Context: an optimization exercise on an open-source flow, tuned for small area. The choices shown serve that exercise and are no tape-out recipe. In this exercise RTL edits were held to simulation tests only and were not proved equivalent to the original. Power figures rest on the tool's default switching activity, not on a simulated workload.

<file path="design/flow/flow/cts_args">
-sink_clustering_enable -repair_clock_nets -buf_list {sky130_fd_sc_hd__clkbuf_8 sky130_fd_sc_hd__clkbuf_16} -sink_clustering_size 24 -sink_clustering_max_diameter 60
</file>
<file path="design/flow/standard.sh">
#!/bin/bash
# synth_recipe.tcl (not shown) runs the flow's synth.tcl, then flattens the netlist and writes it again
# the make line also repeats each setting of config.mk as NAME=value (left out here)
make -C /OpenROAD-flow-scripts/flow DESIGN_CONFIG=/design/flow/config.mk WORK_HOME=/design/flow/orfs CLKGATE_MAP_FILE= SYNTH_SCRIPT=/design/flow/synth_recipe.tcl "${@:-finish}"
</file>
<file path="design/flow/flow/flipfa.py">
#!/usr/bin/env python3
"""Remove inverters around full-adder cells in a Yosys-written sky130 netlist.

A full adder is self-dual: FA(~a,~b,~c) = (~sum, ~carry).  Each fa cell may be
"flipped" (fed complemented inputs, its outputs then carry complemented values);
this script chooses the flips that minimise the number of inverters, removes all
inverters and rebuilds one inverter per signal that still needs its complement.
usage: flipfa.py IN.v OUT.v
"""
import re, sys, random

INV = re.compile(r'^sky130_fd_sc_hd__(inv|clkinv)_\d+$')
FA = re.compile(r'^sky130_fd_sc_hd__fa_\d+$')
OUTPINS = {'X', 'Y', 'Q', 'Q_N', 'SUM', 'COUT', 'HI', 'LO'}

def esc(net):
    return net + ' ' if net.startswith('\\') else net

def parse(text):
    # split into header (up to first cell), cells, trailer (assigns, endmodule)
    cells = []
    pat = re.compile(r'\n(\s*)(sky130_fd_sc_hd__\w+)\s+(\S+)\s*\((.*?)\);', re.S)
    pos = 0; pieces = []
    for m in pat.finditer(text):
        pieces.append(text[pos:m.start()])
        pins = []
        for pm in re.finditer(r'\.(\w+)\s*\(\s*(.*?)\s*\)\s*(?:,|$)', m.group(4).strip(), re.S):
            pins.append([pm.group(1), pm.group(2)])
        cells.append({'type': m.group(2), 'name': m.group(3), 'pins': pins, 'idx': len(pieces)})
        pieces.append(None)
        pos = m.end()
    pieces.append(text[pos:])
    return pieces, cells

def main(inp, out):
    text = open(inp).read()
    pieces, cells = parse(text)
    ports = set()
    for m in re.finditer(r'^\s*(input|output|inout)\s+(\[[^\]]*\]\s*)?(\S+?)\s*;', text, re.M):
        ports.add(m.group(3))
    def is_port(net):
        base = net.split('[')[0].strip()
        return base in ports or net in ports
    # also nets used in assign statements are kept untouched
    assign_nets = set()
    for m in re.finditer(r'^\s*assign\s+(.*?);', pieces[-1] + ''.join(p for p in pieces if p), re.M | re.S):
        for t in re.findall(r'(\\\S+|[A-Za-z_][\w$]*(?:\s*\[\d+\])?)', m.group(1)):
            assign_nets.add(t.strip())
    inv_of = {}      # inverter output net -> input net
    inv_cells = []
    for c in cells:
        if INV.match(c['type']):
            d = dict(c['pins'])
            a, y = d['A'], d['Y']
            if is_port(y) or y in assign_nets or a.startswith("1'"):
                continue
            inv_of[y] = a; inv_cells.append(c)
    removed = {c['name'] for c in inv_cells}
    def root(net):
        p = 0
        while net in inv_of:
            net = inv_of[net]; p ^= 1
        return net, p
    fa_cells = [c for c in cells if FA.match(c['type'])]
    fa_out = {}      # net -> fa index (driver)
    for i, c in enumerate(fa_cells):
        for pn, net in c['pins']:
            if pn in ('SUM', 'COUT'):
                fa_out[net] = i
    # consumer pins: (cell, pin index, signal root, polarity, fa index or None)
    uses = []
    for c in cells:
        if c['name'] in removed:
            continue
        fi = fa_cells.index(c) if FA.match(c['type']) else None
        for k, (pn, net) in enumerate(c['pins']):
            if pn in OUTPINS:
                continue
            r, p = root(net)
            uses.append((c, k, r, p, fi))
    # nets referenced by kept inverters / ports / assigns that are inverter outputs must survive
    keep_nets = set()
    for net in list(inv_of):
        if is_port(net) or net in assign_nets:
            keep_nets.add(net)
    nfa = len(fa_cells)
    flip = [0] * nfa
    by_sig = {}
    for u in uses:
        by_sig.setdefault(u[2], []).append(u)
    fa_sigs = [[] for _ in range(nfa)]
    for s, us in by_sig.items():
        if s in fa_out:
            fa_sigs[fa_out[s]].append(s)
        for u in us:
            if u[4] is not None:
                fa_sigs[u[4]].append(s)
    def need_inv(s):
        fs = flip[fa_out[s]] if s in fa_out else 0
        for (_, _, _, p, fi) in by_sig[s]:
            fc = flip[fi] if fi is not None else 0
            if p ^ fc ^ fs:
                return 1
        return 0
    def cost_of(sigs):
        return sum(need_inv(s) for s in set(sigs))
    total = sum(need_inv(s) for s in by_sig)
    start = total
    random.seed(1)
    improved = True
    it = 0
    while improved and it < 50:
        improved = False; it += 1
        order = list(range(nfa)); random.shuffle(order)
        for i in order:
            sig = set(fa_sigs[i])
            before = cost_of(sig)
            flip[i] ^= 1
            after = cost_of(sig)
            if after < before:
                total += after - before; improved = True
            else:
                flip[i] ^= 1
    # rebuild: assign physical nets
    newinv = {}
    lines_new = []
    cnt = [0]
    def inv_net(s):
        if s not in newinv:
            cnt[0] += 1
            n = f"_flipinv_{cnt[0]}_"
            newinv[s] = n
            lines_new.append(f"  sky130_fd_sc_hd__inv_1 _flipinvc_{cnt[0]}_ (\n    .A({esc(s)}),\n    .Y({n})\n  );")
        return newinv[s]
    for (c, k, s, p, fi) in uses:
        fs = flip[fa_out[s]] if s in fa_out else 0
        fc = flip[fi] if fi is not None else 0
        c['pins'][k][1] = inv_net(s) if (p ^ fc ^ fs) else s
    # a flipped FA's outputs keep their net names but now carry complemented values:
    # every use was rewritten above with that in mind.
    # rename the outputs of flipped adders (they now carry complemented values)
    ren = {}
    for i, c in enumerate(fa_cells):
        if flip[i]:
            for pn, net in c['pins']:
                if pn in ('SUM', 'COUT'):
                    ren[net] = (net + '_fl') if net.startswith('\\') else ('\\' + net + '_fl' if '[' in net else net + '_fl')
    for i, c in enumerate(fa_cells):
        if flip[i]:
            c['name'] = (c['name'] + '_fl ') if c['name'].startswith('\\') else c['name'].rstrip('_') + '_fl_'
    for c in cells:
        for pin in c['pins']:
            if pin[1] in ren:
                pin[1] = ren[pin[1]]
    lines_new = [re.sub(r'\.A\((.*?) ?\),', lambda m: '.A(' + esc(ren.get(m.group(1), m.group(1))) + '),', l) for l in lines_new]
    newdecl = list(set(ren.values()))
    # emit
    outp = []
    for pc in pieces:
        if pc is not None:
            outp.append(pc)
    res = []
    ci = {c['idx']: c for c in cells}
    for i, pc in enumerate(pieces):
        if pc is not None:
            res.append(pc)
        else:
            c = ci[i]
            if c['name'] in removed:
                continue
            pins = ",\n".join(f"    .{pn}({esc(net)})" for pn, net in c['pins'])
            res.append(f"\n  {c['type']} {c['name']} (\n{pins}\n  );")
    body = ''.join(res)
    # declare new wires and add new cells before endmodule
    decl = ''.join(f"  wire {n};\n" for n in newinv.values()) + ''.join(f"  wire {esc(n)};\n" for n in newdecl)
    k = body.rfind('endmodule')
    body = body[:k] + decl + "\n".join(lines_new) + "\n" + body[k:]
    open(out, 'w').write(body)
    sys.stderr.write(f"flipfa: {len(inv_cells)} inverters removed, {len(newinv)} added, "
                     f"{sum(flip)} of {nfa} full adders flipped (model {start} -> {total})\n")

if __name__ == '__main__':
    main(sys.argv[1], sys.argv[2])
</file>
<file path="design/flow/flow/run.sh">
#!/bin/bash
# Layout flow: the standard ORFS flow with three changes
#  1. after the standard synthesis, flow/flipfa.py removes inverters around full-adder
#     cells (a full adder is self-dual, so complemented inputs give complemented outputs);
#     registers and their names are untouched
#  2. the port buffers use the smallest buffer cell
#  3. clock tree synthesis arguments from flow/cts_args (if present)
set -euo pipefail
export BUFFER_PORTS_ARGS="-buffer_cell sky130_fd_sc_hd__buf_1"
if [[ -f flow/cts_args ]]; then
  export CTS_ARGS="$(cat flow/cts_args)"
fi
R=orfs/results/$FLOW_PLATFORM/video_frontend/base
bash standard.sh synth > synth.log 2>&1
cp $R/1_2_yosys.v $R/1_2_yosys_std.v
python3 flow/flipfa.py $R/1_2_yosys_std.v $R/1_2_yosys.v > flipfa.log 2>&1
rm -f $R/1_synth.odb $R/1_synth.sdc
bash standard.sh > layout.log 2>&1
</file>
<file path="design/flow/config.mk">
export PLATFORM = sky130hd
export DESIGN_NAME = video_frontend
export DESIGN_NICKNAME = video_frontend
export VERILOG_FILES = /design/flow/design.v
export SDC_FILE = /design/flow/constraint.sdc
export NUM_CORES = 4
export LEC_CHECK = 0
export CAP_MARGIN = 20
export CORE_MARGIN = 2
export CORE_UTILIZATION = 65
export SLEW_MARGIN = 20
</file>
<file path="design/flow/design.v">
`timescale 1ns/10ps
`default_nettype none
module sync_regen (
    input  wire        PCLK_i,
    input  wire        rst_i,
    input  wire        hs_i,
    input  wire        vs_i,
    input  wire        hs_pol_i,
    input  wire        vs_pol_i,
    input  wire [63:0] timing_cfg_i,
    output wire [25:0] sync_o
);
    wire [7:0]  cfg_h_synclen   = timing_cfg_i[63:56];
    wire [8:0]  cfg_h_backporch = timing_cfg_i[55:47];
    wire [11:0] cfg_h_active    = timing_cfg_i[46:35];
    wire [3:0]  cfg_v_synclen   = timing_cfg_i[34:31];
    wire [8:0]  cfg_v_backporch = timing_cfg_i[30:22];
    wire [10:0] cfg_v_active    = timing_cfg_i[21:11];
    wire [10:0] cfg_v_sof_line  = timing_cfg_i[10:0];
    reg         hs_act_q, vs_act_q, line_pend;
    reg  [11:0] h_cnt;
    reg  [10:0] v_cnt;
    reg         hsync_q, vsync_q, de_q, sof_q;
    reg  [10:0] xpos_q, ypos_q;
    wire hs_act = hs_i ~^ hs_pol_i;
    wire vs_act = vs_i ~^ vs_pol_i;
    wire h_edge = hs_act_q & ~hs_act;
    wire v_edge = vs_act_q & ~vs_act;
    wire [12:0] xa = {1'b0, h_cnt};
    wire [12:0] xb = ~{5'd0, cfg_h_synclen};
    wire [12:0] xc = ~{4'd0, cfg_h_backporch};
    wire [12:0] xs = xa ^ xb ^ xc;
    wire [13:0] xk = {(xa & xb) | (xa & xc) | (xb & xc), 1'b1};
    wire [13:0] xr;
    wire [12:0] x_d;
    assign xr[0] = 1'b1;
    genvar gi;
    generate
        for (gi = 0; gi < 13; gi = gi + 1) begin : g_x
            assign x_d[gi]  = xs[gi] ^ xk[gi] ^ xr[gi];
            assign xr[gi+1] = (xs[gi] & xk[gi]) | (xr[gi] & (xs[gi] ^ xk[gi]));
        end
    endgenerate
    wire [11:0] ya = {1'b0, v_cnt};
    wire [11:0] yb = ~{8'd0, cfg_v_synclen};
    wire [11:0] yc = ~{3'd0, cfg_v_backporch};
    wire [11:0] ys = ya ^ yb ^ yc;
    wire [12:0] yk = {(ya & yb) | (ya & yc) | (yb & yc), 1'b1};
    wire [12:0] yr;
    wire [11:0] y_d;
    assign yr[0] = 1'b1;
    generate
        for (gi = 0; gi < 12; gi = gi + 1) begin : g_y
            assign y_d[gi]  = ys[gi] ^ yk[gi] ^ yr[gi];
            assign yr[gi+1] = (ys[gi] & yk[gi]) | (yr[gi] & (ys[gi] ^ yk[gi]));
        end
    endgenerate
    wire [12:0] hb;
    wire [11:0] vb;
    assign hb[0] = 1'b0;
    assign vb[0] = 1'b0;
    generate
        for (gi = 0; gi < 12; gi = gi + 1) begin : g_hc
            assign hb[gi+1] = (~x_d[gi] & cfg_h_active[gi]) | (~(x_d[gi] ^ cfg_h_active[gi]) & hb[gi]);
        end
        for (gi = 0; gi < 11; gi = gi + 1) begin : g_vc
            assign vb[gi+1] = (~y_d[gi] & cfg_v_active[gi]) | (~(y_d[gi] ^ cfg_v_active[gi]) & vb[gi]);
        end
    endgenerate
    wire h_in = ~x_d[12] & hb[12];
    wire v_in = ~y_d[11] & vb[11];
    wire [12:0] hc;
    wire [11:0] vc;
    wire [11:0] h_inc;
    wire [10:0] v_inc;
    assign hc[0] = 1'b1;
    assign vc[0] = 1'b1;
    generate
        for (gi = 0; gi < 12; gi = gi + 1) begin : g_hi
            assign h_inc[gi] = h_cnt[gi] ^ hc[gi];
            assign hc[gi+1]  = h_cnt[gi] & hc[gi];
        end
        for (gi = 0; gi < 11; gi = gi + 1) begin : g_vi
            assign v_inc[gi] = v_cnt[gi] ^ vc[gi];
            assign vc[gi+1]  = v_cnt[gi] & vc[gi];
        end
    endgenerate
    wire [10:0] v_next = line_pend ? 11'd1 : v_inc;
    always @(posedge PCLK_i) begin
        if (rst_i) begin
            hs_act_q  <= 1'b0;
            vs_act_q  <= 1'b0;
            h_cnt     <= 12'd0;
            v_cnt     <= 11'd0;
            line_pend <= 1'b0;
            hsync_q   <= 1'b0;
            vsync_q   <= 1'b0;
            de_q      <= 1'b0;
            sof_q     <= 1'b0;
        end else begin
            hs_act_q <= hs_act;
            vs_act_q <= vs_act;
            de_q     <= h_in & v_in;
            if (h_edge) begin
                h_cnt   <= 12'd0;
                hsync_q <= 1'b0;
                v_cnt   <= v_next;
                sof_q   <= (v_next == cfg_v_sof_line);
                if (line_pend) begin
                    vsync_q <= 1'b0;
                end else if (v_inc == {7'd0, cfg_v_synclen}) begin
                    vsync_q <= 1'b1;
                end
            end else begin
                h_cnt <= h_inc;
                if (h_inc == {4'd0, cfg_h_synclen}) begin
                    hsync_q <= 1'b1;
                end
            end
            if (v_edge) begin
                line_pend <= 1'b1;
            end else if (h_edge) begin
                line_pend <= 1'b0;
            end
        end
    end
    always @(posedge PCLK_i) begin
        xpos_q <= x_d[10:0];
        ypos_q <= y_d[10:0];
    end
    reg [3:0]  c1_q, c2_q, c3_q, c4_q;
    reg [21:0] p1_q, p2_q, p3_q, p4_q;
    always @(posedge PCLK_i) begin
        if (rst_i) begin
            c1_q <= 4'd0;
            c2_q <= 4'd0;
            c3_q <= 4'd0;
            c4_q <= 4'd0;
        end else begin
            c1_q <= {hsync_q, vsync_q, de_q, sof_q};
            c2_q <= c1_q;
            c3_q <= c2_q;
            c4_q <= c3_q;
        end
        p1_q <= {xpos_q, ypos_q};
        p2_q <= p1_q;
        p3_q <= p2_q;
        p4_q <= p3_q;
    end
    assign sync_o = {c4_q[3:1], p4_q, c4_q[0]};
endmodule
`default_nettype wire
`timescale 1ns/10ps
`default_nettype none
module csc_ycbcr_rgb (
    input  wire        PCLK_i,
    input  wire        rst_i,
    input  wire        csc_en_i,
    input  wire        csc_mode_i,
    input  wire [23:0] video_i,
    output reg  [23:0] video_o
);
    reg  [23:0] d1_q, d2_q, d3_q, d4_q;
    reg         mode_q;
    wire [9:0]  r_s, g_s, b_s;
    wire [10:0] lc;
    reg  [10:0] lc_q;
    csc_lowc u_lowc (
        .p  (d3_q),
        .m  (mode_q),
        .lc (lc)
    );
    csc_conv u_conv (
        .p   (d4_q),
        .m   (mode_q),
        .lc  (lc_q),
        .r_s (r_s),
        .g_s (g_s),
        .b_s (b_s)
    );
    function [7:0] clamp8;
        input [9:0] s;
        begin
            clamp8 = s[9] ? 8'd0 : s[8] ? 8'd255 : s[7:0];
        end
    endfunction
    always @(posedge PCLK_i) begin
        d1_q   <= video_i;
        d2_q   <= d1_q;
        d3_q   <= d2_q;
        d4_q   <= d3_q;
        mode_q <= csc_mode_i;
        lc_q   <= lc;
        if (rst_i) begin
            video_o <= 24'd0;
        end else if (csc_en_i) begin
            video_o <= {clamp8(r_s), clamp8(g_s), clamp8(b_s)};
        end else begin
            video_o <= d4_q;
        end
    end
endmodule
module csc_lowc (
    input  wire [23:0] p,
    input  wire        m,
    output wire [10:0]  lc
);
    wire t0 = p[16] & ~m;
    wire t1 = p[17] & ~m;
    wire t2 = p[18] & ~m;
    wire t3 = p[19] & m;
    wire t4 = p[19] & ~m;
    wire t5 = p[19] ^ m;
    wire t6 = p[20] ^ m;
    wire t7 = p[20] & ~m;
    wire t8 = p[21] ^ m;
    wire t9 = p[21] & ~m;
    wire t10 = p[22] & ~m;
    wire t11 = p[22] & m;
    wire t12 = p[22] ^ m;
    wire t13 = p[23] ^ m;
    wire t14 = p[23] & ~m;
    wire t15 = p[23] & m;
    wire t16 = ~m;
    wire t17 = p[20] ^ p[21];
    wire t18 = t17 ^ t16;
    wire t19 = (p[20] & p[21]) | (t17 & t16);
    wire t20 = t13 & ~t18;
    wire t21 = ~t19;
    wire t22 = p[16] ^ t3;
    wire t23 = t22 ^ t21;
    wire t24 = (p[16] & t3) | (t22 & t21);
    wire t25 = t23 & ~t20;
    wire t26 = ~t6;
    wire t27 = p[17] ^ t26;
    wire t28 = t27 ^ t14;
    wire t29 = (p[17] & t26) | (t27 & t14);
    wire t30 = t28 ^ t20;
    wire t31 = t30 ^ t24;
    wire t32 = (t28 & t20) | (t30 & t24);
    wire t33 = t31 & ~t25;
    wire t34 = ~p[18];
    wire t35 = t34 ^ t0;
    wire t36 = t35 ^ t8;
    wire t37 = (t34 & t0) | (t35 & t8);
    wire t38 = ~t36;
    wire t39 = t29 ^ t38;
    wire t40 = t39 ^ t25;
    wire t41 = (t29 & t38) | (t39 & t25);
    wire t42 = (t32 & t33) | (t32 & t40) | (t33 & t40);
    wire t43 = t1 ^ t4;
    wire t44 = t43 ^ t10;
    wire t45 = (t1 & t4) | (t43 & t10);
    wire t46 = ~t41;
    wire t47 = t37 ^ t44;
    wire t48 = t47 ^ t46;
    wire t49 = (t37 & t44) | (t47 & t46);
    wire t50 = t42 | t48;
    wire t51 = t2 ^ t5;
    wire t52 = t51 ^ t7;
    wire t53 = (t2 & t5) | (t51 & t7);
    wire t54 = p[16] ^ m;
    wire t55 = t54 ^ t11;
    wire t56 = (p[16] & m) | (t54 & t11);
    wire t57 = t14 ^ t45;
    wire t58 = t57 ^ t52;
    wire t59 = (t14 & t45) | (t57 & t52);
    wire t60 = ~t58;
    wire t61 = t55 ^ t60;
    wire t62 = t61 ^ t42;
    wire t63 = (t55 & t60) | (t61 & t42);
    wire t64 = ~t62;
    wire t65 = (t49 & t50) | (t49 & t64) | (t50 & t64);
    wire t66 = ~t56;
    wire t67 = t53 ^ t66;
    wire t68 = t67 ^ t59;
    wire t69 = (t53 & t66) | (t67 & t59);
    wire t70 = ~t63;
    wire t71 = t68 ^ t70;
    wire t72 = t71 ^ t65;
    wire t73 = (t68 & t70) | (t71 & t65);
    wire t74 = t69 | t73;
    wire t75 = t69 ^ t73;
    wire t76 = p[0] ^ m;
    wire t77 = p[1] & m;
    wire t78 = p[1] & ~m;
    wire t79 = p[2] ^ m;
    wire t80 = p[3] & ~m;
    wire t81 = p[3] ^ m;
    wire t82 = p[4] & ~m;
    wire t83 = p[4] ^ m;
    wire t84 = p[5] & m;
    wire t85 = p[5] & ~m;
    wire t86 = p[5] ^ m;
    wire t87 = p[6] & m;
    wire t88 = p[6] & ~m;
    wire t89 = p[6] ^ m;
    wire t90 = p[7] & m;
    wire t91 = p[7] & ~m;
    wire t92 = p[7] ^ m;
    wire t93 = ~p[7];
    wire t94 = p[4] ^ t93;
    wire t95 = t94 ^ m;
    wire t96 = (p[4] & t93) | (t94 & m);
    wire t97 = ~t79;
    wire t98 = t97 ^ t84;
    wire t99 = t98 ^ t87;
    wire t100 = (t97 & t84) | (t98 & t87);
    wire t101 = t95 & t99;
    wire t102 = ~t76;
    wire t103 = m ^ t102;
    wire t104 = t103 ^ t96;
    wire t105 = (m & t102) | (t103 & t96);
    wire t106 = (t100 & t101) | (t100 & t104) | (t101 & t104);
    wire t107 = ~t77;
    wire t108 = m ^ t107;
    wire t109 = t108 ^ t90;
    wire t110 = (m & t107) | (t108 & t90);
    wire t111 = (t109 & t105) | (t109 & t106) | (t105 & t106);
    wire t112 = p[0] ^ p[1];
    wire t113 = t112 ^ t79;
    wire t114 = (p[0] & p[1]) | (t112 & t79);
    wire t115 = ~t110;
    wire t116 = t80 ^ t115;
    wire t117 = t116 ^ t113;
    wire t118 = (t80 & t115) | (t116 & t113);
    wire t119 = t117 | t111;
    wire t120 = t78 ^ t81;
    wire t121 = t120 ^ t82;
    wire t122 = (t78 & t81) | (t120 & t82);
    wire t123 = ~m;
    wire t124 = t123 ^ t114;
    wire t125 = t124 ^ t121;
    wire t126 = (t123 & t114) | (t124 & t121);
    wire t127 = ~t111;
    wire t128 = t118 ^ t125;
    wire t129 = t128 ^ t127;
    wire t130 = (t118 & t125) | (t128 & t127);
    wire t131 = t119 | t129;
    wire t132 = t122 ^ t126;
    wire t133 = t132 ^ t130;
    wire t134 = (t122 & t126) | (t132 & t130);
    wire t135 = t131 | t133;
    wire t136 = t131 ^ t133;
    wire t137 = t134 | t135;
    wire t138 = t134 ^ t135;
    wire t139 = m & ~p[22];
    wire t140 = p[18] & ~t139;
    wire t141 = p[16] ^ p[17];
    wire t142 = t141 ^ p[19];
    wire t143 = (p[16] & p[17]) | (t141 & p[19]);
    wire t144 = ~m;
    wire t145 = p[20] ^ p[21];
    wire t146 = t145 ^ t144;
    wire t147 = (p[20] & p[21]) | (t145 & t144);
    wire t148 = ~t13;
    wire t149 = t12 ^ t148;
    wire t150 = t149 ^ t139;
    wire t151 = (t12 & t148) | (t149 & t139);
    wire t152 = t140 ^ t142;
    wire t153 = t152 ^ t146;
    wire t154 = (t140 & t142) | (t152 & t146);
    wire t155 = t150 & t153;
    wire t156 = ~m;
    wire t157 = p[18] ^ t156;
    wire t158 = t157 ^ t9;
    wire t159 = (p[18] & t156) | (t157 & t9);
    wire t160 = t143 ^ t147;
    wire t161 = t160 ^ t151;
    wire t162 = (t143 & t147) | (t160 & t151);
    wire t163 = t158 ^ t154;
    wire t164 = t163 ^ t161;
    wire t165 = (t158 & t154) | (t163 & t161);
    wire t166 = t155 & t164;
    wire t167 = p[19] ^ p[22];
    wire t168 = t167 ^ p[23];
    wire t169 = (p[19] & p[22]) | (t167 & p[23]);
    wire t170 = ~t0;
    wire t171 = t170 ^ t168;
    wire t172 = t171 ^ t159;
    wire t173 = (t170 & t168) | (t171 & t159);
    wire t174 = t162 ^ t172;
    wire t175 = t174 ^ t165;
    wire t176 = (t162 & t172) | (t174 & t165);
    wire t177 = t175 & ~t166;
    wire t178 = ~p[20];
    wire t179 = p[16] ^ t178;
    wire t180 = t179 ^ m;
    wire t181 = (p[16] & t178) | (t179 & m);
    wire t182 = ~t1;
    wire t183 = t182 ^ t14;
    wire t184 = t183 ^ t169;
    wire t185 = (t182 & t14) | (t183 & t169);
    wire t186 = ~t180;
    wire t187 = t186 ^ t184;
    wire t188 = t187 ^ t173;
    wire t189 = (t186 & t184) | (t187 & t173);
    wire t190 = t188 ^ t166;
    wire t191 = t190 ^ t176;
    wire t192 = (t188 & t166) | (t190 & t176);
    wire t193 = t177 & t191;
    wire t194 = ~t181;
    wire t195 = t194 ^ t185;
    wire t196 = t195 ^ t189;
    wire t197 = (t194 & t185) | (t195 & t189);
    wire t198 = t196 ^ t192;
    wire t199 = t198 ^ t193;
    wire t200 = (t196 & t192) | (t198 & t193);
    wire t201 = t197 & t200;
    wire t202 = t197 ^ t200;
    wire t203 = p[0] & m;
    wire t204 = p[2] & m;
    wire t205 = p[3] & m;
    wire t206 = p[4] & m;
    wire t207 = (p[0] & m) | (p[0] & t91) | (m & t91);
    wire t208 = ~t81;
    wire t209 = p[5] ^ t208;
    wire t210 = t209 ^ t87;
    wire t211 = (p[5] & t208) | (t209 & t87);
    wire t212 = t207 | t210;
    wire t213 = ~t88;
    wire t214 = p[1] ^ t83;
    wire t215 = t214 ^ t213;
    wire t216 = (p[1] & t83) | (t214 & t213);
    wire t217 = ~t211;
    wire t218 = (t217 & t215) | (t217 & t212) | (t215 & t212);
    wire t219 = p[2] ^ t203;
    wire t220 = t219 ^ t77;
    wire t221 = (p[2] & t203) | (t219 & t77);
    wire t222 = t81 ^ t84;
    wire t223 = t222 ^ t216;
    wire t224 = (t81 & t84) | (t222 & t216);
    wire t225 = ~t212;
    wire t226 = t220 ^ t225;
    wire t227 = t226 ^ t223;
    wire t228 = (t220 & t225) | (t226 & t223);
    wire t229 = t227 & ~t218;
    wire t230 = p[0] ^ m;
    wire t231 = t230 ^ t86;
    wire t232 = (p[0] & m) | (t230 & t86);
    wire t233 = t204 ^ t83;
    wire t234 = t233 ^ t87;
    wire t235 = (t204 & t83) | (t233 & t87);
    wire t236 = ~t231;
    wire t237 = t221 ^ t236;
    wire t238 = t237 ^ t234;
    wire t239 = (t221 & t236) | (t237 & t234);
    wire t240 = t224 ^ t238;
    wire t241 = t240 ^ t218;
    wire t242 = (t224 & t238) | (t240 & t218);
    wire t243 = (t228 & t241) | (t228 & t229) | (t241 & t229);
    wire t244 = ~t90;
    wire t245 = p[1] ^ t89;
    wire t246 = t245 ^ t244;
    wire t247 = (p[1] & t89) | (t245 & t244);
    wire t248 = ~t235;
    wire t249 = t232 ^ t248;
    wire t250 = t249 ^ t246;
    wire t251 = (t232 & t248) | (t249 & t246);
    wire t252 = ~t250;
    wire t253 = t239 ^ t252;
    wire t254 = t253 ^ t242;
    wire t255 = (t239 & t252) | (t253 & t242);
    wire t256 = t243 & t254;
    wire t257 = ~t255;
    wire t258 = t247 ^ t251;
    wire t259 = t258 ^ t257;
    wire t260 = (t247 & t251) | (t258 & t257);
    wire t261 = t256 & ~t259;
    wire t262 = t256 ^ t259;
    wire t263 = t261 & ~t260;
    wire t264 = t261 ^ t260;
    assign lc = {t263, t264, t262, t201, t202, t199, t138, t136, t74, t75, t72};
endmodule
module csc_conv (
    input  wire [23:0] p,
    input  wire        m,
    input  wire [10:0]  lc,
    output wire [9:0]  r_s,
    output wire [9:0]  g_s,
    output wire [9:0]  b_s
);
    wire t0 = p[20] ^ m;
    wire t1 = p[21] & ~m;
    wire t2 = p[21] ^ m;
    wire t3 = p[22] & ~m;
    wire t4 = p[22] ^ m;
    wire t5 = p[23] & m;
    wire t6 = p[23] & ~m;
    wire t7 = p[23] ^ m;
    wire t8 = p[8] ^ p[16];
    wire t9 = t8 ^ p[17];
    wire t10 = (p[8] & p[16]) | (t8 & p[17]);
    wire t11 = ~t5;
    wire t12 = lc[0] ^ t1;
    wire t13 = t12 ^ t11;
    wire t14 = (lc[0] & t1) | (t12 & t11);
    wire t15 = ~t13;
    wire t16 = t0 ^ t9;
    wire t17 = t16 ^ t15;
    wire t18 = (t0 & t9) | (t16 & t15);
    wire t19 = p[9] ^ p[17];
    wire t20 = t19 ^ p[18];
    wire t21 = (p[9] & p[17]) | (t19 & p[18]);
    wire t22 = m ^ t2;
    wire t23 = t22 ^ t3;
    wire t24 = (m & t2) | (t22 & t3);
    wire t25 = ~t0;
    wire t26 = lc[1] ^ t25;
    wire t27 = t26 ^ t10;
    wire t28 = (lc[1] & t25) | (t26 & t10);
    wire t29 = ~t20;
    wire t30 = t29 ^ t14;
    wire t31 = t30 ^ t23;
    wire t32 = (t29 & t14) | (t30 & t23);
    wire t33 = ~t31;
    wire t34 = t27 ^ t18;
    wire t35 = t34 ^ t33;
    wire t36 = (t27 & t18) | (t34 & t33);
    wire t37 = p[10] ^ p[18];
    wire t38 = t37 ^ p[19];
    wire t39 = (p[10] & p[18]) | (t37 & p[19]);
    wire t40 = lc[2] ^ t4;
    wire t41 = t40 ^ t6;
    wire t42 = (lc[2] & t4) | (t40 & t6);
    wire t43 = m ^ t21;
    wire t44 = t43 ^ t38;
    wire t45 = (m & t21) | (t43 & t38);
    wire t46 = ~t28;
    wire t47 = t24 ^ t41;
    wire t48 = t47 ^ t46;
    wire t49 = (t24 & t41) | (t47 & t46);
    wire t50 = ~t44;
    wire t51 = t50 ^ t32;
    wire t52 = t51 ^ t48;
    wire t53 = (t50 & t32) | (t51 & t48);
    wire t54 = t36 & ~t52;
    wire t55 = t36 ^ t52;
    wire t56 = p[11] ^ p[19];
    wire t57 = t56 ^ p[20];
    wire t58 = (p[11] & p[19]) | (t56 & p[20]);
    wire t59 = ~t7;
    wire t60 = m ^ t59;
    wire t61 = t60 ^ t39;
    wire t62 = (m & t59) | (t60 & t39);
    wire t63 = t57 ^ t45;
    wire t64 = t63 ^ t61;
    wire t65 = (t57 & t45) | (t63 & t61);
    wire t66 = ~t64;
    wire t67 = t42 ^ t49;
    wire t68 = t67 ^ t66;
    wire t69 = (t42 & t49) | (t67 & t66);
    wire t70 = ~t54;
    wire t71 = t53 ^ t68;
    wire t72 = t71 ^ t70;
    wire t73 = (t53 & t68) | (t71 & t70);
    wire t74 = p[12] ^ p[20];
    wire t75 = t74 ^ p[21];
    wire t76 = (p[12] & p[20]) | (t74 & p[21]);
    wire t77 = ~m;
    wire t78 = t77 ^ t58;
    wire t79 = t78 ^ t75;
    wire t80 = (t77 & t58) | (t78 & t75);
    wire t81 = t62 ^ t79;
    wire t82 = t81 ^ t65;
    wire t83 = (t62 & t79) | (t81 & t65);
    wire t84 = ~t82;
    wire t85 = t84 ^ t69;
    wire t86 = t85 ^ t73;
    wire t87 = (t84 & t69) | (t85 & t73);
    wire t88 = p[13] ^ p[21];
    wire t89 = t88 ^ p[22];
    wire t90 = (p[13] & p[21]) | (t88 & p[22]);
    wire t91 = t76 ^ t89;
    wire t92 = t91 ^ t80;
    wire t93 = (t76 & t89) | (t91 & t80);
    wire t94 = t92 ^ t83;
    wire t95 = t94 ^ t87;
    wire t96 = (t92 & t83) | (t94 & t87);
    wire t97 = p[14] ^ p[22];
    wire t98 = t97 ^ p[23];
    wire t99 = (p[14] & p[22]) | (t97 & p[23]);
    wire t100 = t90 ^ t98;
    wire t101 = t100 ^ t93;
    wire t102 = (t90 & t98) | (t100 & t93);
    wire t103 = ~t87;
    wire t104 = t101 ^ t103;
    wire t105 = t104 ^ t96;
    wire t106 = (t101 & t103) | (t104 & t96);
    wire t107 = p[15] ^ p[23];
    wire t108 = t107 ^ t99;
    wire t109 = (p[15] & p[23]) | (t107 & t99);
    wire t110 = t108 ^ t102;
    wire t111 = t110 ^ t106;
    wire t112 = (t108 & t102) | (t110 & t106);
    wire t113 = t109 & ~t112;
    wire t114 = t109 ^ t112;
    wire t115 = t112 & ~t113;
    wire t116 = t112 ^ t113;
    wire t117 = p[4] ^ m;
    wire t118 = p[5] & ~m;
    wire t119 = p[5] ^ m;
    wire t120 = p[6] & ~m;
    wire t121 = p[6] ^ m;
    wire t122 = p[7] & ~m;
    wire t123 = p[7] ^ m;
    wire t124 = p[18] & ~m;
    wire t125 = p[19] & ~m;
    wire t126 = p[20] & ~m;
    wire t127 = p[8] ^ lc[3];
    wire t128 = t127 ^ p[21];
    wire t129 = (p[8] & lc[3]) | (t127 & p[21]);
    wire t130 = ~lc[5];
    wire t131 = p[2] ^ p[17];
    wire t132 = t131 ^ t130;
    wire t133 = (p[2] & p[17]) | (t131 & t130);
    wire t134 = ~t117;
    wire t135 = t118 ^ t124;
    wire t136 = t135 ^ t134;
    wire t137 = (t118 & t124) | (t135 & t134);
    wire t138 = ~t128;
    wire t139 = t138 ^ t132;
    wire t140 = t139 ^ t136;
    wire t141 = (t138 & t132) | (t139 & t136);
    wire t142 = p[9] ^ lc[4];
    wire t143 = t142 ^ p[22];
    wire t144 = (p[9] & lc[4]) | (t142 & p[22]);
    wire t145 = ~lc[6];
    wire t146 = p[3] ^ p[18];
    wire t147 = t146 ^ t145;
    wire t148 = (p[3] & p[18]) | (t146 & t145);
    wire t149 = t119 ^ t120;
    wire t150 = t149 ^ t125;
    wire t151 = (t119 & t120) | (t149 & t125);
    wire t152 = ~t129;
    wire t153 = t117 ^ t152;
    wire t154 = t153 ^ t133;
    wire t155 = (t117 & t152) | (t153 & t133);
    wire t156 = t147 ^ t137;
    wire t157 = t156 ^ t150;
    wire t158 = (t147 & t137) | (t156 & t150);
    wire t159 = t154 ^ t157;
    wire t160 = t159 ^ t141;
    wire t161 = (t154 & t157) | (t159 & t141);
    wire t162 = t143 & ~t160;
    wire t163 = t143 ^ t160;
    wire t164 = p[10] ^ p[23];
    wire t165 = t164 ^ lc[7];
    wire t166 = (p[10] & p[23]) | (t164 & lc[7]);
    wire t167 = ~m;
    wire t168 = p[4] ^ p[19];
    wire t169 = t168 ^ t167;
    wire t170 = (p[4] & p[19]) | (t168 & t167);
    wire t171 = t121 ^ t122;
    wire t172 = t171 ^ t126;
    wire t173 = (t121 & t122) | (t171 & t126);
    wire t174 = ~t148;
    wire t175 = t144 ^ t174;
    wire t176 = t175 ^ t165;
    wire t177 = (t144 & t174) | (t175 & t165);
    wire t178 = t169 ^ t151;
    wire t179 = t178 ^ t172;
    wire t180 = (t169 & t151) | (t178 & t172);
    wire t181 = ~t176;
    wire t182 = t155 ^ t181;
    wire t183 = t182 ^ t158;
    wire t184 = (t155 & t181) | (t182 & t158);
    wire t185 = t179 ^ t161;
    wire t186 = t185 ^ t183;
    wire t187 = (t179 & t161) | (t185 & t183);
    wire t188 = t162 & ~t186;
    wire t189 = t162 ^ t186;
    wire t190 = ~p[11];
    wire t191 = t190 ^ p[5];
    wire t192 = t191 ^ p[20];
    wire t193 = (t190 & p[5]) | (t191 & p[20]);
    wire t194 = ~m;
    wire t195 = t194 ^ t123;
    wire t196 = t195 ^ t1;
    wire t197 = (t194 & t123) | (t195 & t1);
    wire t198 = t170 ^ t192;
    wire t199 = t198 ^ t173;
    wire t200 = (t170 & t192) | (t198 & t173);
    wire t201 = ~t196;
    wire t202 = t166 ^ t201;
    wire t203 = t202 ^ t177;
    wire t204 = (t166 & t201) | (t202 & t177);
    wire t205 = t180 ^ t199;
    wire t206 = t205 ^ t184;
    wire t207 = (t180 & t199) | (t205 & t184);
    wire t208 = ~t203;
    wire t209 = t208 ^ t206;
    wire t210 = t209 ^ t187;
    wire t211 = (t208 & t206) | (t209 & t187);
    wire t212 = t188 & ~t210;
    wire t213 = t188 ^ t210;
    wire t214 = p[6] ^ p[21];
    wire t215 = t214 ^ m;
    wire t216 = (p[6] & p[21]) | (t214 & m);
    wire t217 = t3 ^ t193;
    wire t218 = t217 ^ t215;
    wire t219 = (t3 & t193) | (t217 & t215);
    wire t220 = t197 ^ t218;
    wire t221 = t220 ^ t200;
    wire t222 = (t197 & t218) | (t220 & t200);
    wire t223 = ~t221;
    wire t224 = p[12] ^ t204;
    wire t225 = t224 ^ t223;
    wire t226 = (p[12] & t204) | (t224 & t223);
    wire t227 = ~t225;
    wire t228 = t207 ^ t227;
    wire t229 = t228 ^ t211;
    wire t230 = (t207 & t227) | (t228 & t211);
    wire t231 = t212 & ~t229;
    wire t232 = t212 ^ t229;
    wire t233 = p[7] ^ p[22];
    wire t234 = t233 ^ m;
    wire t235 = (p[7] & p[22]) | (t233 & m);
    wire t236 = ~p[13];
    wire t237 = t236 ^ t6;
    wire t238 = t237 ^ t216;
    wire t239 = (t236 & t6) | (t237 & t216);
    wire t240 = t234 ^ t219;
    wire t241 = t240 ^ t238;
    wire t242 = (t234 & t219) | (t240 & t238);
    wire t243 = ~t226;
    wire t244 = t222 ^ t241;
    wire t245 = t244 ^ t243;
    wire t246 = (t222 & t241) | (t244 & t243);
    wire t247 = ~t231;
    wire t248 = t245 ^ t230;
    wire t249 = t248 ^ t247;
    wire t250 = (t245 & t230) | (t248 & t247);
    wire t251 = ~p[14];
    wire t252 = t251 ^ p[23];
    wire t253 = t252 ^ t235;
    wire t254 = (t251 & p[23]) | (t252 & t235);
    wire t255 = t239 ^ t253;
    wire t256 = t255 ^ t242;
    wire t257 = (t239 & t253) | (t255 & t242);
    wire t258 = ~t250;
    wire t259 = t256 ^ t246;
    wire t260 = t259 ^ t258;
    wire t261 = (t256 & t246) | (t259 & t258);
    wire t262 = ~p[15];
    wire t263 = t262 ^ t254;
    wire t264 = t263 ^ t257;
    wire t265 = (t262 & t254) | (t263 & t257);
    wire t266 = t264 ^ t250;
    wire t267 = t266 ^ t261;
    wire t268 = (t264 & t250) | (t266 & t261);
    wire t269 = t268 & ~t265;
    wire t270 = t268 ^ t265;
    wire t271 = t268 | t269;
    wire t272 = t268 ^ t269;
    wire t273 = p[3] & m;
    wire t274 = p[4] & m;
    wire t275 = p[2] ^ p[5];
    wire t276 = t275 ^ lc[8];
    wire t277 = (p[2] & p[5]) | (t275 & lc[8]);
    wire t278 = p[8] ^ m;
    wire t279 = t278 ^ t273;
    wire t280 = (p[8] & m) | (t278 & t273);
    wire t281 = ~t279;
    wire t282 = t123 ^ t276;
    wire t283 = t282 ^ t281;
    wire t284 = (t123 & t276) | (t282 & t281);
    wire t285 = p[3] ^ p[6];
    wire t286 = t285 ^ lc[9];
    wire t287 = (p[3] & p[6]) | (t285 & lc[9]);
    wire t288 = ~m;
    wire t289 = p[9] ^ p[0];
    wire t290 = t289 ^ t288;
    wire t291 = (p[9] & p[0]) | (t289 & t288);
    wire t292 = ~t274;
    wire t293 = t292 ^ t118;
    wire t294 = t293 ^ t277;
    wire t295 = (t292 & t118) | (t293 & t277);
    wire t296 = ~t286;
    wire t297 = t296 ^ t290;
    wire t298 = t297 ^ t280;
    wire t299 = (t296 & t290) | (t297 & t280);
    wire t300 = ~t298;
    wire t301 = t294 ^ t284;
    wire t302 = t301 ^ t300;
    wire t303 = (t294 & t284) | (t301 & t300);
    wire t304 = p[4] ^ p[5];
    wire t305 = t304 ^ p[7];
    wire t306 = (p[4] & p[5]) | (t304 & p[7]);
    wire t307 = p[10] ^ p[1];
    wire t308 = t307 ^ lc[10];
    wire t309 = (p[10] & p[1]) | (t307 & lc[10]);
    wire t310 = t120 ^ t287;
    wire t311 = t310 ^ t305;
    wire t312 = (t120 & t287) | (t310 & t305);
    wire t313 = ~t295;
    wire t314 = t291 ^ t308;
    wire t315 = t314 ^ t313;
    wire t316 = (t291 & t308) | (t314 & t313);
    wire t317 = ~t311;
    wire t318 = t317 ^ t299;
    wire t319 = t318 ^ t315;
    wire t320 = (t317 & t299) | (t318 & t315);
    wire t321 = t319 & ~t303;
    wire t322 = t319 ^ t303;
    wire t323 = p[11] ^ p[2];
    wire t324 = t323 ^ m;
    wire t325 = (p[11] & p[2]) | (t323 & m);
    wire t326 = p[6] ^ t122;
    wire t327 = t326 ^ t306;
    wire t328 = (p[6] & t122) | (t326 & t306);
    wire t329 = ~t312;
    wire t330 = t309 ^ t324;
    wire t331 = t330 ^ t329;
    wire t332 = (t309 & t324) | (t330 & t329);
    wire t333 = ~t327;
    wire t334 = t333 ^ t316;
    wire t335 = t334 ^ t331;
    wire t336 = (t333 & t316) | (t334 & t331);
    wire t337 = t320 ^ t335;
    wire t338 = t337 ^ t321;
    wire t339 = (t320 & t335) | (t337 & t321);
    wire t340 = p[12] ^ p[3];
    wire t341 = t340 ^ m;
    wire t342 = (p[12] & p[3]) | (t340 & m);
    wire t343 = ~p[7];
    wire t344 = t343 ^ t325;
    wire t345 = t344 ^ t341;
    wire t346 = (t343 & t325) | (t344 & t341);
    wire t347 = ~t328;
    wire t348 = t347 ^ t345;
    wire t349 = t348 ^ t332;
    wire t350 = (t347 & t345) | (t348 & t332);
    wire t351 = t349 ^ t336;
    wire t352 = t351 ^ t339;
    wire t353 = (t349 & t336) | (t351 & t339);
    wire t354 = ~m;
    wire t355 = p[13] ^ p[4];
    wire t356 = t355 ^ t354;
    wire t357 = (p[13] & p[4]) | (t355 & t354);
    wire t358 = t342 ^ t356;
    wire t359 = t358 ^ t346;
    wire t360 = (t342 & t356) | (t358 & t346);
    wire t361 = t359 ^ t350;
    wire t362 = t361 ^ t353;
    wire t363 = (t359 & t350) | (t361 & t353);
    wire t364 = p[14] ^ p[5];
    wire t365 = t364 ^ t357;
    wire t366 = (p[14] & p[5]) | (t364 & t357);
    wire t367 = ~t363;
    wire t368 = t365 ^ t360;
    wire t369 = t368 ^ t367;
    wire t370 = (t365 & t360) | (t368 & t367);
    wire t371 = p[15] ^ p[6];
    wire t372 = t371 ^ t366;
    wire t373 = (p[15] & p[6]) | (t371 & t366);
    wire t374 = ~t370;
    wire t375 = t372 ^ t363;
    wire t376 = t375 ^ t374;
    wire t377 = (t372 & t363) | (t375 & t374);
    wire t378 = p[7] ^ t373;
    wire t379 = t378 ^ t370;
    wire t380 = (p[7] & t373) | (t378 & t370);
    wire t381 = t377 & t379;
    wire t382 = t377 ^ t379;
    wire t383 = t380 & ~t381;
    wire t384 = t380 ^ t381;
    assign r_s = {~t116, ~t114, t111, t105, t95, ~t86, ~t72, ~t55, t35, t17};
    assign g_s = {t272, ~t270, ~t267, ~t260, ~t249, ~t232, ~t213, ~t189, ~t163, ~t140};
    assign b_s = {~t384, t382, t376, t369, t362, t352, t338, ~t322, ~t302, ~t283};
endmodule
`default_nettype wire
`timescale 1ns/10ps
`default_nettype none
module video_frontend (
    input  wire        PCLK_i,
    input  wire        rst_i,
    input  wire [23:0] video_i,
    input  wire        hs_i,
    input  wire        vs_i,
    input  wire        hs_pol_i,
    input  wire        vs_pol_i,
    input  wire [63:0] timing_cfg_i,
    input  wire        csc_en_i,
    input  wire        csc_mode_i,
    output wire [23:0] video_o,
    output wire [25:0] sync_o
);
    sync_regen u_sync_regen (
        .PCLK_i       (PCLK_i),
        .rst_i        (rst_i),
        .hs_i         (hs_i),
        .vs_i         (vs_i),
        .hs_pol_i     (hs_pol_i),
        .vs_pol_i     (vs_pol_i),
        .timing_cfg_i (timing_cfg_i),
        .sync_o       (sync_o)
    );
    csc_ycbcr_rgb u_csc (
        .PCLK_i     (PCLK_i),
        .rst_i      (rst_i),
        .csc_en_i   (csc_en_i),
        .csc_mode_i (csc_mode_i),
        .video_i    (video_i),
        .video_o    (video_o)
    );
endmodule
`default_nettype wire
</file>
<file path="design/flow/constraint.sdc">
create_clock -name core_clock -period 7.0 [get_ports {PCLK_i}]
set_input_delay 1.4000 -clock core_clock [delete_from_list [all_inputs] [get_ports {PCLK_i}]]
set_output_delay 1.4000 -clock core_clock [all_outputs]
set_load 0.01 [all_outputs]
</file>
==> results of run 1 <==
-- final timing paths --
check / endpoint / cells after the start / startpoint / slack [ns]
worst max-delay path: u_sync_regen.de_q / 17 / timing_cfg_i[57] / 0.77
worst min-delay path: u_csc.d2_q[7] / 0 / u_csc.d1_q[7] / 0.31
worst max register to register: u_csc.video_o[10] / 19 / u_csc.mode_q / 0.92
worst min register to register: u_csc.d2_q[7] / 0 / u_csc.d1_q[7] / 0.31
-- per-layer routing --
metal	vias up	GRT usage	share of wire
met1	3481	0.328	0.47
met3	18	0.0316	0.045
met4	0	0.0424	0.011
li1	3523	-	-
met5	-	0	0
met2	135	0.382	0.47
-- metrics by stage --
step / cell area (µm²) / power [mW] / hold WS, ns
2_1_floorplan: 12900 / 3.55 / 0.310
3_3_place_gp: 13700 / 4.01 / 0.310
3_5_place_dp: 13700 / 4.09 / 0.312
4_1_cts: 14400 / 5.35 / 0.316
5_1_grt: 14400 / 5.77 / 0.321
6_report: 14400 / 5.27 / 0.315
-- cells in the final DEF, fill, tap and decap left out, types with 2 or more instances in the layout --
cell         n
o21ai_0      8
o2111ai_1    2
dfxtp_1    288
nor2_1      33
xor2_1      14
or2_2        2
nand3b_1     8
nor2b_1     21
a21oi_1     45
nand4b_1     2
nand4_1      3
inv_1      168
a21o_1       3
a2bb2oi_1    3
clkbuf_8     2
buf_1      144
nor3_1       8
fa_1       170
o32ai_1      2
clkinv_4     3
xnor2_1     17
clkinv_16    3
and2_1      12
clkbuf_16   21
a211oi_1     3
mux2i_1     20
ha_1        96
buf_4        5
nor4_1       4
nor4bb_1     3
nand2b_1    14
nand2_1     23
nand3_1      5
a31oi_1      5
inv_6        2
o211ai_1     4
-- where the power goes --
group	switching (mW)	leakage (nW)	total [mW]	internal, mW
registers	0.102	2.41	2.03	1.93
logic	1.11	3.61	2.00	0.898
clock network	0.623	0.349	1.24	0.615
total	1.83	6.37	5.27	3.44
-- final cells by class --
class,count,share of cell area
clock buffers,23,0.0383
well taps,265,0.0230
repair buffers,150,0.0404
clock inverters,12,0.0128
flip-flops and latches,288,0.399
multi-input cells,547,0.442
inverters,168,0.0437
-- registers in the layout (all words and copies together) (netlist names), 12 cells and up --
register,cells
u_csc.d1_q,24
u_csc.d2_q,24
u_csc.d3_q,24
u_csc.d4_q,24
u_csc.video_o,24
u_sync_regen.p1_q,22
u_sync_regen.p2_q,22
u_sync_regen.p3_q,22
u_sync_regen.p4_q,22
u_sync_regen.h_cnt,12
==> notes.md, run 1 <==
outcome=finished clean; Worst Hold Class=reg -> reg; Num CTS Buffers=21; first-pass GRT wire length=~37 mm; Post-CTS Repair Setup Buffers=0; max frequency=161 MHz; H-tree depth=1; static leakage=between 6 and 7 nW; Hold-fix buffers, CTS=0; placed insts=around 1,400; # port buffers=145; clock latency (worst-skew pair)=0.52 ns; CTS tree=yes; Mapped Area=12,900 µm²; Worst path slowest cell=fa_1; Max-slew headroom=0.506; YS warnings=2; CTS clk-pin slew, worst paths=roughly 0.08 ns; RSZ-0062 raised after global routing=no; CP dominant cell by count=fa_1; worst-path cell chain=buf_1 > fa_1 > ha_1 > fa_1 > fa_1 > fa_1 > fa_1 > fa_1 > fa_1 > fa_1 > fa_1 > ha_1 > ha_1 > ha_1 > nand4_1 > a221oi_1 > o311a_1; Die Wd=145 µm; post-place setup slack=0.221 ns; Slew @ Worst Pin=0.739 ns; largest net degree at the start of global routing=62; P per Cell Area=365 nW/µm²; Starting Density=0.661; DRT Pass-1 Iters=5; CP Buf/Inv Count=1; DIE AREA=20,900 µm²; Worst Path Required=7.41 ns; Slew Viols, Final=0; FILL cells=approximately 1,400; CTS root buf=clkbuf_16; routability-driven placement congestion ratio=0.818; syn_nets=1,387; DP HPWL=17.5 mm; initial DRC count=270; syn avg cell area=12.6 µm²; Layout Skew=~0.028 ns; Clock Sinks=about 290; setup TNS=0 ns; crit-path max cell delay=0.44 ns; Detail Route Antenna Nets=0; n_diodes=0; via count=7,157; final net count=1,538; core region area=19,500 µm²; delay-heaviest family, CP=adder cells; final std cells w/o fill=1,453; worst setup margin=slightly below 0.8 ns; share of cells above drive strength 1=0.0379; post-DR vias/cell=4.93; DR DRC count=0; Critical Path Source Type=input port; initial antenna violation count=0; Multi-input gate area=6390 µm²; CP endpoint kind=register; CP Max Fanout=2; final setup vio count=0; Total GRT Usage=0.229; final-report hold violation count=0; sequential cell area=slightly below 6000 µm²; post-layout util=0.742; Post-Synthesis Cells=1,025; post_cts resized=0; WS Path Type=in -> reg; number of global-route vias before repair=approximately 7,700; io pins=146; Avg WL per Cell=around 15 µm; Die Y=roughly 140 µm; CTS Buffer Depth=3; final WL=between 20 and 25 mm; Worst EP arrival=6.64 ns; Area Growth Syn to Fin=12.2%; overflow left after global routing=0; post-layout min period=6.23 ns; max_cap viols=0; Tcrit/Tclk final=0.890; maximum resistive drop on vdd=0.342 mV; row cnt=51
==> run 2, diff against run 1 <==
==> design/flow/flow/cts_args (replaced) <==
-sink_clustering_enable -repair_clock_nets -buf_list {sky130_fd_sc_hd__clkbuf_4 sky130_fd_sc_hd__clkbuf_8} -sink_clustering_size 16 -sink_clustering_max_diameter 50 -dont_use_dummy_load
==> run 2 against run 1 <==
  * Global-route usage fell by 0.19 points
  * Still clean
  * Register-to-register slack better by 0.03 ns
  * Critical path depth stayed put
  * Final area fell by 2.3%
  * Clock power decreased by 31%
  * Largest cell class unchanged
  * Sequential power hardly changed
  * Core utilization is 1.7 points lower
  * Via count decreased by 0.20%
  * Clock skew is 0.056 ns higher
==> notes.md, run 2 <==
Gate power share=0.410; post_cts resized=0; hold path depth=0; static leakage=6.23 nW; DIE AREA=20,900 µm²; setup TNS=0 ns; Multi-input gate area=6390 µm²; Tcrit/Tclk final=0.878; H-tree depth=1; Worst Path Required=7.49 ns; share of cells above drive strength 1=0.0330; DR DRC count=0; max_cap viols=0; first-pass GRT wire length=approximately 37 mm; Critical Path Source Type=input port; sequential cell area=5770 µm²; routability-driven placement congestion ratio=between 0.8 and 0.9; RR Startpoint=u_csc.mode_q; YS warnings=2; Area Growth Syn to Fin=9.54%; CP Capture Point=u_sync_regen.de_q; final setup vio count=0; final net count=1,546; sw power=1.70 mW; overflow left after global routing=0; final-report hold violation count=0; initial antenna violation count=0; Mapped Area=12,900 µm²; R2R Setup Slk=around 0.95 ns; FF-to-FF End=u_csc.video_o[10]; CTS root buf=clkbuf_8; Post-CTS Repair Setup Buffers=0; Layout Skew=around 0.084 ns; Die Wd=145 µm; n_diodes=0; cell area after layout=14,100 µm²; clock latency (worst-skew pair)=between 0.5 and 0.6 ns; Reg power frac=0.415; core region area=19,500 µm²; maximum resistive drop on vdd=0.248 mV; DRT Pass-1 Iters=7; RSZ-0062 raised after global routing=no; Worst EP arrival=6.63 ns; internal power=3.19 mW; Detail Route Antenna Nets=0; WS Path Type=in -> reg; io pins=between 100 and 150; Post-Synthesis Cells=1,025; via count=7,143; CP Max Fanout=2; syn_nets=1,387; Hold-fix buffers, CTS=0; CTS tree=yes; reg2reg path depth=19; Cell Area, Placed=13,700 µm²; clock power share=0.175; DP HPWL=17.5 mm; FILL cells=1,435; Avg WL per Cell=15.4 µm; post-layout util=0.724; outcome=finished clean; Max-slew headroom=0.519; Total GRT Usage=0.227; Slew @ Worst Pin=0.721 ns; CTS Buffer Depth=3; commonest non-fill, non-tap cell in the layout=dfxtp_1; initial DRC count=263; row cnt=51; largest net degree at the start of global routing=62; number of global-route vias before repair=between 7,000 and 8,000; # port buffers=145; Clock Sinks=288; Slew Viols, Final=0; max frequency=163 MHz; syn avg cell area=12.6 µm²; final WL=22.2 mm; CTS clk-pin slew, worst paths=around 0.10 ns; most frequent cells in the layout=dfxtp_1 (288), fa_1 (170), inv_1 (168); post-layout min period=6.15 ns; Starting Density=0.661; P per Cell Area=347 nW/µm²; CP startpoint=timing_cfg_i[57]; Num CTS Buffers=29; CP endpoint kind=register; post-DR vias/cell=4.94; Sw Ratio=0.347; final hold slack=about 0.26 ns; Worst Hold Class=reg -> reg; Die Y=145 µm
run 2: changes by cell type in the layout (fill, tap and decap cells not counted), sizes merged:
| cell | delta |
|---|---|
| inv | -4 |
| clkinvlp | -1 |
| clkinv | -7 |
| clkbuf | +6 |
run 2: layout make-up:
type	count	area share
inverter	168	0.0447
timing repair buffer	150	0.0414
tap	265	0.0235
multi-input combinational	547	0.453
clock buffer	29	0.0283
sequential	288	0.409
run 2: worst min-delay path by stage:
| stage | startpoint | to | slack, ns |
|---|---|---|---|
| 3_3_place_gp | u_csc.d2_q[21] | u_csc.d3_q[21] | 0.31 |
| 5_1_grt | u_csc.d3_q[13] | u_csc.d4_q[13] | 0.28 |
| 6_report | u_csc.d3_q[13] | u_csc.d4_q[13] | 0.26 |
| 3_5_place_dp | u_csc.d1_q[13] | u_csc.d2_q[13] | 0.31 |
| 4_1_cts | u_csc.d3_q[13] | u_csc.d4_q[13] | 0.26 |
| 2_1_floorplan | u_csc.d1_q[0] | u_csc.d2_q[0] | 0.31 |
run 2: power by group through the flow:
| stage | Combinational, mW | Clock (mW) | Sequential (mW) |
|---|---|---|---|
| CTS | 2.04 | 0.888 | 2.03 |
| global route | 2.37 | 0.948 | 2.06 |
| finish | 2.00 | 0.856 | 2.03 |
| global placement | 1.95 | 0 | 2.06 |
| detailed placement | 2.02 | 0 | 2.07 |
| floorplan | 1.47 | 0 | 2.09 |
run 2: critical path, cell delays in order:
cell,delay [ns]
buf_1,0.14
fa_1,0.44
ha_1,0.22
fa_1,0.37
fa_1,0.38
fa_1,0.39
fa_1,0.39
fa_1,0.39
fa_1,0.39
fa_1,0.40
fa_1,0.42
ha_1,0.21
ha_1,0.29
ha_1,0.28
nand4_1,0.10
a221oi_1,0.06
o311a_1,0.35
run 2: metrics by stage:
| stage | instances | worst slack, ns | power (mW) |
|---|---|---|---|
| floorplan | 1025 | 0.268 | 3.55 |
| global placement | 1418 | 0.279 | 4.01 |
| detailed placement | 1418 | 0.221 | 4.09 |
| CTS | 1447 | 0.850 | 4.96 |
| global route | 1447 | 0.600 | 5.38 |
| finish | 1447 | 0.852 | 4.89 |
run 2: metal layers:
metal  GRT usage  share of wire  vias to the layer above
met2       0.373           0.46                      147
met5           0              0                        -
met1       0.328           0.48                     3450
li1            -              -                     3521
met3      0.0303          0.042                       25
met4      0.0480          0.013                        0
==> run 3, diff against run 2 <==
--- a/design/flow/design.v
+++ b/design/flow/design.v
@@ -28,45 +28,49 @@
     wire v_edge = vs_act_q & ~vs_act;
-    wire [12:0] xa = {1'b0, h_cnt};
-    wire [12:0] xb = ~{5'd0, cfg_h_synclen};
-    wire [12:0] xc = ~{4'd0, cfg_h_backporch};
-    wire [12:0] xs = xa ^ xb ^ xc;
-    wire [13:0] xk = {(xa & xb) | (xa & xc) | (xb & xc), 1'b1};
-    wire [13:0] xr;
-    wire [12:0] x_d;
-    assign xr[0] = 1'b1;
-    genvar gi;
-    generate
-        for (gi = 0; gi < 13; gi = gi + 1) begin : g_x
-            assign x_d[gi]  = xs[gi] ^ xk[gi] ^ xr[gi];
-            assign xr[gi+1] = (xs[gi] & xk[gi]) | (xr[gi] & (xs[gi] ^ xk[gi]));
-        end
-    endgenerate
-    wire [11:0] ya = {1'b0, v_cnt};
-    wire [11:0] yb = ~{8'd0, cfg_v_synclen};
-    wire [11:0] yc = ~{3'd0, cfg_v_backporch};
-    wire [11:0] ys = ya ^ yb ^ yc;
-    wire [12:0] yk = {(ya & yb) | (ya & yc) | (yb & yc), 1'b1};
-    wire [12:0] yr;
-    wire [11:0] y_d;
-    assign yr[0] = 1'b1;
-    generate
-        for (gi = 0; gi < 12; gi = gi + 1) begin : g_y
-            assign y_d[gi]  = ys[gi] ^ yk[gi] ^ yr[gi];
-            assign yr[gi+1] = (ys[gi] & yk[gi]) | (yr[gi] & (ys[gi] ^ yk[gi]));
+    function [12:0] rsub;    
+        input [12:0] a;
+        input [12:0] b;
+        integer k;
+        reg br;
+        begin
+            br = 1'b0;
+            for (k = 0; k < 13; k = k + 1) begin
+                rsub[k] = a[k] ^ b[k] ^ br;
+                br = (~a[k] & b[k]) | (~(a[k] ^ b[k]) & br);
+            end
         end
-    endgenerate
-    wire [12:0] hb;
-    wire [11:0] vb;
-    assign hb[0] = 1'b0;
-    assign vb[0] = 1'b0;
-    generate
-        for (gi = 0; gi < 12; gi = gi + 1) begin : g_hc
-            assign hb[gi+1] = (~x_d[gi] & cfg_h_active[gi]) | (~(x_d[gi] ^ cfg_h_active[gi]) & hb[gi]);
+    endfunction
+    function [12:0] radd;    
+        input [12:0] a;
+        input [12:0] b;
+        integer k;
+        reg cy;
+        begin
+            cy = 1'b0;
+            for (k = 0; k < 13; k = k + 1) begin
+                radd[k] = a[k] ^ b[k] ^ cy;
+                cy = (a[k] & b[k]) | ((a[k] ^ b[k]) & cy);
+            end
         end
-        for (gi = 0; gi < 11; gi = gi + 1) begin : g_vc
-            assign vb[gi+1] = (~y_d[gi] & cfg_v_active[gi]) | (~(y_d[gi] ^ cfg_v_active[gi]) & vb[gi]);
+    endfunction
+    wire [12:0] h_start = radd({5'd0, cfg_h_synclen}, {4'd0, cfg_h_backporch});
+    wire [12:0] v_start = radd({9'd0, cfg_v_synclen}, {4'd0, cfg_v_backporch});
+    wire [12:0] x_d = rsub({1'b0, h_cnt}, h_start);
+    wire [12:0] y_full = rsub({2'b0, v_cnt}, v_start);
+    wire [11:0] y_d = {y_full[12], y_full[10:0]};
+    function lt_maj;
+        input [11:0] a;
+        input [11:0] b;
+        integer k;
+        reg br;
+        begin
+            br = 1'b0;
+            for (k = 0; k < 12; k = k + 1) begin
+                br = (~a[k] & b[k]) | (~a[k] & br) | (b[k] & br);
+            end
+            lt_maj = br;
         end
-    endgenerate
-    wire h_in = ~x_d[12] & hb[12];
-    wire v_in = ~y_d[11] & vb[11];
+    endfunction
+    wire h_in = ~x_d[12] & lt_maj(x_d[11:0], cfg_h_active);
+    wire v_in = ~y_d[11] & lt_maj({1'b0, y_d[10:0]}, {1'b0, cfg_v_active});
+    genvar gi;
     wire [12:0] hc;
==> design/flow/flow/cts_args (replaced) <==
-sink_clustering_enable -repair_clock_nets -buf_list {sky130_fd_sc_hd__clkbuf_4 sky130_fd_sc_hd__clkbuf_8} -sink_clustering_size 22 -sink_clustering_max_diameter 60 -dont_use_dummy_load
--- a/design/flow/flow/flipfa.py
+++ b/design/flow/flow/flipfa.py
@@ -108,9 +108,28 @@
     start = total
+    import math
     random.seed(1)
+    best_total = total; best_flip = flip[:]
+    T = 2.0
+    steps = int(__import__("os").environ.get("FLIP_STEPS", "3000")) * max(nfa, 1)
+    for step in range(steps):
+        i = random.randrange(nfa) if nfa else 0
+        if not nfa:
+            break
+        sig = set(fa_sigs[i])
+        before = cost_of(sig)
+        flip[i] ^= 1
+        after = cost_of(sig)
+        d = after - before
+        if d <= 0 or random.random() < math.exp(-d / T):
+            total += d
+            if total < best_total:
+                best_total = total; best_flip = flip[:]
+        else:
+            flip[i] ^= 1
+        T = max(0.02, 2.0 * (1 - step / steps))
+    flip[:] = best_flip; total = best_total
     improved = True
-    it = 0
-    while improved and it < 50:
-        improved = False; it += 1
-        order = list(range(nfa)); random.shuffle(order)
-        for i in order:
+    while improved:
+        improved = False
+        for i in range(nfa):
             sig = set(fa_sigs[i])
==> run 3 against run 2 <==
  * Core utilization is 0.48 points lower
  * Setup slack worse by 0.65 ns
  * Via count is 0.91% higher
  * Largest cell class unchanged
  * Die area is 0.78% lower
  * Maximum frequency is 9.5% lower
  * Sequential power hardly changed
  * Critical endpoint unchanged
  * Largest power group unchanged
  * Still clean
  * Critical path type unchanged
  * Final cell count is 1.0% lower
==> notes.md, run 3 <==
YS warnings=2; CP Max Fanout=2; Num CTS Buffers=20; RSZ-0062 raised after global routing=no; via count=7,208; largest net degree at the start of global routing=61; cell area after layout=14,000 µm²; clock latency (worst-skew pair)=0.55 ns; Post-CTS Repair Setup Buffers=0; static leakage=6.11 nW; Total GRT Usage=0.228; DIE AREA=20,800 µm²; io pins=146; CTS clk-pin slew, worst paths=0.11 ns; Worst path slowest cell=fa_1; post_cts resized=0; Max-slew headroom=0.446; number of global-route vias before repair=7,469; CTS tree=yes; final std cells w/o fill=1,432; row cnt=51; Worst Hold Class=reg -> reg; Cell Area, Placed=13,600 µm²; Worst Path Required=7.40 ns; share of cells above drive strength 1=0.0428; Tcrit/Tclk final=0.970; core region area=a little under 20,000 µm²; worst-path cell chain=buf_1 > ha_1 > fa_1 > inv_1 > fa_1 > fa_2 > fa_1 > fa_1 > fa_2 > fa_2 > fa_2 > fa_2 > fa_1 > inv_1 > ha_1 > ha_1 > a221oi_4 > o221ai_2 > o311ai_2 > nor4_2; max_cap viols=0; worst hold start=u_sync_regen.p3_q[15]; Starting Density=0.658; Critical Path Source Type=input port; placed insts=approximately 1,400; most frequent cells in the layout=dfxtp_1 (288), fa_1 (165), inv_1 (154); max frequency=147 MHz; WS Path Type=in -> reg; first-pass GRT wire length=36.9 mm; Worst EP arrival=7.19 ns; Slew Viols, Final=0; n_diodes=0; post-DR vias/cell=between 5 and 6; Slew @ Worst Pin=a little over 0.8 ns; Detail Route Antenna Nets=0; setup TNS=0 ns; overflow left after global routing=0; DRT Pass-1 Iters=4; # port buffers=roughly 150; Post-Synthesis Cells=1,013; Area Growth Syn to Fin=9.32%; CTS Buffer Depth=3; Die Wd=144 µm; outcome=finished clean; H-tree depth=1; CP startpoint=timing_cfg_i[56]; initial antenna violation count=0; final-report hold violation count=0; Clock Sinks=288; DR DRC count=0; commonest non-fill, non-tap cell in the layout=dfxtp_1; P per Cell Area=336 nW/µm²; syn avg cell area=12.6 µm²; CTS root buf=clkbuf_8; final setup vio count=0; Hold-fix buffers, CTS=0; final net count=around 1,500; DP HPWL=17.7 mm; Mapped Area=12,800 µm²; final WL=~22 mm; post-layout min period=6.79 ns; Die Y=144 µm; maximum resistive drop on vdd=between 0.3 and 0.4 mV; syn_nets=1,354; post-layout util=0.720; crit-path max cell delay=~0.50 ns; RR Startpoint=u_csc.mode_q; Layout Skew=0.0587 ns; routability-driven placement congestion ratio=approximately 0.85; delay-heaviest family, CP=adder cells; CP Buf/Inv Count=3; Avg WL per Cell=15.5 µm; CP endpoint kind=register; initial DRC count=~330
==> run 3: cell types whose count changed in the layout (fill, tap and decap cells not counted), moves of 6 or more <==
cell | before | now
ha_1 | 96 | 75
nand2_1 | 23 | 17
nor3_1 | 8 | 14
nand2b_1 | 14 | 24
inv_1 | 168 | 154
clkbuf_8 | 29 | 20
xnor2_1 | 17 | 23
xor2_1 | 14 | 8
==> run 3: power by group <==
group | internal, mW | switching (mW) | total, mW
sequential | 1.91 | 0.0999 | 2.01
combinational | 0.882 | 1.08 | 1.97
clock | 0.258 | 0.467 | 0.725
==> run 3: final timing paths <==
check / endpoint / slack [ns] / cells past startpoint
worst min-delay path: u_sync_regen.p4_q[15] / 0.27 / 0
worst min register to register: u_sync_regen.p4_q[15] / 0.27 / 0
worst max-delay path: u_sync_regen.de_q / 0.21 / 20
worst max register to register: u_csc.video_o[13] / 0.84 / 18
==> run 3: area by class of cell <==
cell class	count	area [µm²]
Tap cell	265	332
Timing Repair Buffer	155	622
Multi-Input combinational cell	550	6390
Inverter	154	578
Sequential cell	288	5770
Clock buffer	20	275
Fill cell	1421	5440
==> run 3: through the flow <==
step                      hold slack [ns]  power, mW  setup WS, ns
final                               0.272       4.70         0.207
after global routing                0.268       5.19        0.0214
after CTS                           0.272       4.75         0.119
after detailed placement            0.312       4.01        -0.398
after global placement              0.310       3.95        -0.270
after floorplan                     0.310       3.51       0.00494
==> run 3: layer usage <==
metal	GRT usage	wire length, µm	up-vias
met5	0	0	-
met4	0.0485	414	0
met3	0.0318	1070	27
met2	0.362	10100	169
met1	0.341	10700	3523
li1	-	-	3489

==> separate check: timing with driven ports <==
In the flow no input, the clock included, has a driving cell. The finished layouts below were timed again as built, in two steps.
Step 1 (the two cells are an assumption about what drives the block):
set clk [get_ports {PCLK_i}]
set_driving_cell -lib_cell sky130_fd_sc_hd__clkbuf_16 $clk
set_driving_cell -lib_cell sky130_fd_sc_hd__buf_2 [delete_from_list [all_inputs] $clk]
Step 2 times the ports against the registers' clock, not the clock port: input delays grow and output delays shrink by t, the midpoint of the rising clock arrivals with the driver on.
Slacks: ideal ports / drivers / drivers and shift; pairs: ideal ports / drivers.
run	shift t [ns]	setup slack, ns	hold WS [ns]
run 1	0.549	0.771 / 0.798 / 0.249	0.315 / 0.315 / 0.315
run 2	0.578	0.852 / 0.868 / 0.291	0.264 / 0.264 / 0.264
run 3	0.557	0.207 / 0.222 / -0.335	0.272 / 0.272 / 0.272
With both steps, setup timing fails in run 3, where it was met with ideal ports. For run 2, which loses most, drivers alone change the setup slack by +0.016 ns; drivers and shift together by -0.561 ns.
